From an optimization exercise on the open Yosys and OpenROAD flow, aimed at small area and a short achievable clock period; shortcuts taken in it are not production practice.
In this exercise RTL edits were held to simulation tests only and were not proved equivalent to the original.
Power and IR drop assume default switching activity.

10-21:
## uyvy_to_rgb_pair_converter
module uyvy_to_rgb_pair_converter (
    input  logic        i_clk,
    input  logic        i_rst_n,
    input  logic        start,
    output logic        busy,
    input  logic [7:0]  i_cb_sample,
    input  logic [7:0]  i_luma_first,
    input  logic [7:0]  i_cr_sample,
    input  logic [7:0]  i_luma_second,
    output logic        o_valid,
    output logic [15:0] o_red_first,
    output logic [15:0] o_green_first,
    output logic [15:0] o_blue_first,
    output logic [15:0] o_red_second,
    output logic [15:0] o_green_second,
    output logic [15:0] o_blue_second
);
Settings: LEC_CHECK=0, CAP_MARGIN=20, CORE_MARGIN=2, CORE_UTILIZATION=55, SETUP_SLACK_MARGIN=2.2, SLEW_MARGIN=20; clock period 5.5 ns.
standard.sh (not shown) runs the stock make flow with config.mk's settings and CLKGATE_MAP_FILE= SYNTH_SCRIPT=/design/flow/synth_recipe.tcl, a recipe that flattens the netlist after the stock synthesis.
==> flow/flow/run.sh <==
#!/bin/bash
# Own layout flow: the standard ORFS flow (standard.sh), with the input
# and output port buffers made from a plain buffer cell instead of the
# resizer's default choice. Everything else is the standard flow.
# The full make output goes to flow_make.log in the work folder; ORFS keeps
# each step's own log under orfs/logs/.
set -euo pipefail
export BUFFER_PORTS_ARGS="-buffer_cell sky130_fd_sc_hd__buf_1"
bash standard.sh finish > flow_make.log 2>&1
Inputs modified between 10-21 and 07-10:
# 10-21
export LEC_CHECK = 0
export CAP_MARGIN = 20
export CORE_MARGIN = 2
export CORE_UTILIZATION = 55
export SETUP_SLACK_MARGIN = 2.2
export SLEW_MARGIN = 20
create_clock -name core_clock -period 5.5 [get_ports {i_clk}]
# 07-10
export LEC_CHECK = 0
export CAP_MARGIN = 20
export CORE_MARGIN = 2
export CORE_UTILIZATION = 55
export SETUP_SLACK_MARGIN = 0.8
export SLEW_MARGIN = 20
create_clock -name core_clock -period 5.5 [get_ports {i_clk}]
--- outcome ---
07-10 against 10-21: synthesis-stage register bit count comparable, netlist area before placement stayed essentially flat, worst hold slack has remained practically unchanged, highest net fanout along the worst path rose 11. 07-10 vs 10-21, area of all placed cells without fillers went down by about 22%. Share of power burned in the clock network in 07-10 is 3.1 points higher than in 10-21. The run with more setup slack is 10-21; 07-10 has less. The higher share of the final layout cell area in multi-input gates of 10-21 and 07-10 is in 07-10. Between 10-21 and 07-10, the cell count went down.


## P
Starting RTL as in the previous note.
Settings: LEC_CHECK=0, CAP_MARGIN=20, CORE_MARGIN=2, CORE_UTILIZATION=55, SETUP_SLACK_MARGIN=1.5, SLEW_MARGIN=20, TNS_END_PERCENT=25; clock period 5.5 ns.
Scripts as last shown in full above: flow/flow/run.sh
Here is what was changed in the inputs of Q compared with P.
- TNS_END_PERCENT removed (was 25)
- CORE_UTILIZATION changed from 55 to 70
[summary]
For Q, the commonest non-fill, non-tap cell in the layout was sky130_fd_sc_hd__buf_1, unlike P, where it was sky130_fd_sc_hd__a21oi_1. Total of plain and repair buffers excluding clock buffers for Q: 6 up relative to P. Min cell area across P and Q: P. The endpoint of the most critical setup path comes out u_k.o_data[43]$_DFF_P_ in one run and o_red_second[6] in the other, namely in Q and P respectively. Arrival time at the worst endpoint: Q > P. In Q, the final-layout clock buffer total came out 1 above the value in P. Placed instance count in Q is about 3.3% below P. There was hardly any difference in maximum clock frequency between P and Q. When Q is measured against P, its logic depth of the worst setup path including buffers turns out 7 higher.
diff inputs: Q => R
- CORE_UTILIZATION changed from 70 to 55
- CTS_BUF_LIST newly set to sky130_fd_sc_hd__clkbuf_8
==> comparison <==
The critical path launch point comes out u_in.o_data[28]$_DFF_P_ in one run and u_in.o_data[26]$_DFF_P_ in the other, namely in Q and R respectively. Relative to Q, height of the chip increased by about 12% in R. The setup fix buffers added after clock tree synthesis of R falls short of that of Q by 4. From R to Q, quantity of hold-fixing buffers added after cts did not move at all. Sort Q and R by number of placed instances, taps included asc -> top: Q.


## v27
uyvy_to_rgb_pair_converter again, from the RTL that the note above started with.
clock: 5.5 ns
lec_check: 0
cap_margin: 20
core_margin: 2
core_utilization: 40
slew_margin: 20
Scripts as last shown in full above: flow/flow/run.sh
diff inputs: v27 => v28
Settings: CORE_UTILIZATION: 40 -> 55; SETUP_SLACK_MARGIN: unset -> 1.8.
--- outcome ---
The power drawn by the sequential cells on v28 is in line with that on v27. Higher clock skew was reported by v28, not v27. Worst hold slack: v27 vs v28 — no meaningful difference. As of v28, sequential cell area in the final layout had risen by a few percent compared to v27. Delta (v28 minus v27): global-route met2 utilization picked up an extra 14 points, critical path depth in cells picked up an extra 2, wire length picked up an extra 1600 um, part of the cycle the worst path needs lost 19 points, total internal power picked up an extra about 14%. Clock network power share: v28 vs v27 down 1.5 points. Starting density of the core was higher in the run labelled v28.
Relative to v28, the following input files were edited for v39:
Settings: setting TNS_END_PERCENT to 0 for the first time; changing SETUP_SLACK_MARGIN from 1.8 to 1.5.
--- outcome ---
- Looking at post-placement setup slack, v39 sits 0.018 ns lower than v28 does.
- The critical path depth in cells reported for v39 is smaller than that of v28 by 7.
- v39: relative area of non-clock buffer cells in the final design is 4.0 points lower than what v28 reported.
- Relative to v28, power after layout has gone down in v39.
- Ratio of final minimum period to clock period, v28 and v39, higher one = v39.
- Compared to v28, v39 reaches a lower achievable clock.
- Going from v28 to v39, initial core utilization has remained practically unchanged, global-route usage has decreased, routed wire length has decreased, clock network fraction of design power has increased.
- Against v28, v39 reports a largest stage delay on the critical path that is lower.
Inputs modified between v39 and v18:
Settings: ABC_AREA now 1, previously not set; TNS_END_PERCENT no longer set, was 0; SETUP_SLACK_MARGIN now 2.0, was 1.5.
==> run notes <==
Comparing v18 and v39, number of non-clock inverters is higher on v18.
Total power consumption of the routed design for v18: 23% up relative to v39
The run with more setup slack is v18; v39 has less.
Going from v39 to v18, synthesized area grew by a few percent.
Relative to v39, clock period minus final worst setup slack has decreased by 0.33 ns in v18.
For v39, the launch point of the critical path was u_k.o_data[1], unlike v18, where it was u_in.o_data[28].
Portion of the layout cell area used by clock cells came out lower on v18 than on v39.
Going from v39 to v18, the count of mapped cells out of synthesis was found to have gone up by 310.
Of v18 and v39, v39 shows the lower estimated wirelength of the detail-placed design, with v18 above it.
The following lists how v31 was set up differently from v18:
Settings: removing ABC_AREA (formerly 1); changing CAP_MARGIN from 20 to 0; changing SETUP_SLACK_MARGIN from 2.0 to 1.5; changing SLEW_MARGIN from 20 to 0.
The final layouts of v31 and v18 pass the timing, design-rule and antenna checks.
v31 vs v18 — final instance area dropped by more than 10%
Reported for v31 and v18, count of clock buffers in the final design turned out identical to the last digit.
v31 vs v18, placed cell area went down by 5.7%.
The higher combined buffer and inverter count along the critical path came out of v18.
v18 ended up with u_k.o_data[43] as its timing endpoint of the critical path; v31 ended up with u_k.o_data[49].
Startpoint of the most critical setup path = u_in.o_data[28]: v18; startpoint of the most critical setup path = u_in.o_data[25]: v31
On sequential logic power, v31 and v18 are basically level.
v18 → v31: post-synthesis compound-gate area fraction moved up, power share of the clock group moved up.

port drivers added, routing unchanged:
How much do the figures lean on ideal ports? The routed layouts below were timed once more, with nothing changed but the port constraints.
Step 1 (the two cells are an assumption about what drives the block):
set clk [get_ports {i_clk}]
set_driving_cell -lib_cell sky130_fd_sc_hd__clkbuf_16 $clk
set_driving_cell -lib_cell sky130_fd_sc_hd__buf_2 [delete_from_list [all_inputs] $clk]
Step 2 times the ports against the registers' clock, not the clock port: input delays grow and output delays shrink by t, the midpoint of the rising clock arrivals with the driver on.
Three values: no drivers, after step 1, after step 2; two values: the first two.
| run | t, ns | slack for setup (ns) | cell pins on the clock port's net |
|---|---|---|---|
| 10-21 | 0.408 | 1.787 / 1.787 / 1.787 | 1 |
| 07-10 | 0.405 | 1.150 / 1.150 / 1.150 | 1 |
| P | 0.406 | 1.585 / 1.541 / 1.662 | 1 |
| Q | 0.404 | 1.587 / 1.587 / 1.587 | 1 |
| R | 0.441 | 1.688 / 1.674 / 1.688 | 1 |
| v27 | 0.406 | 0.680 / 0.680 / 0.680 | 1 |
| v28 | 0.412 | 1.742 / 1.742 / 1.742 | 1 |
| v39 | 0.404 | 1.582 / 1.538 / 1.588 | 1 |
| v18 | 0.408 | 1.911 / 1.911 / 1.911 | 1 |
| v31 | 0.405 | 1.652 / 1.640 / 1.652 | 1 |
After both steps every run listed still meets setup and hold.
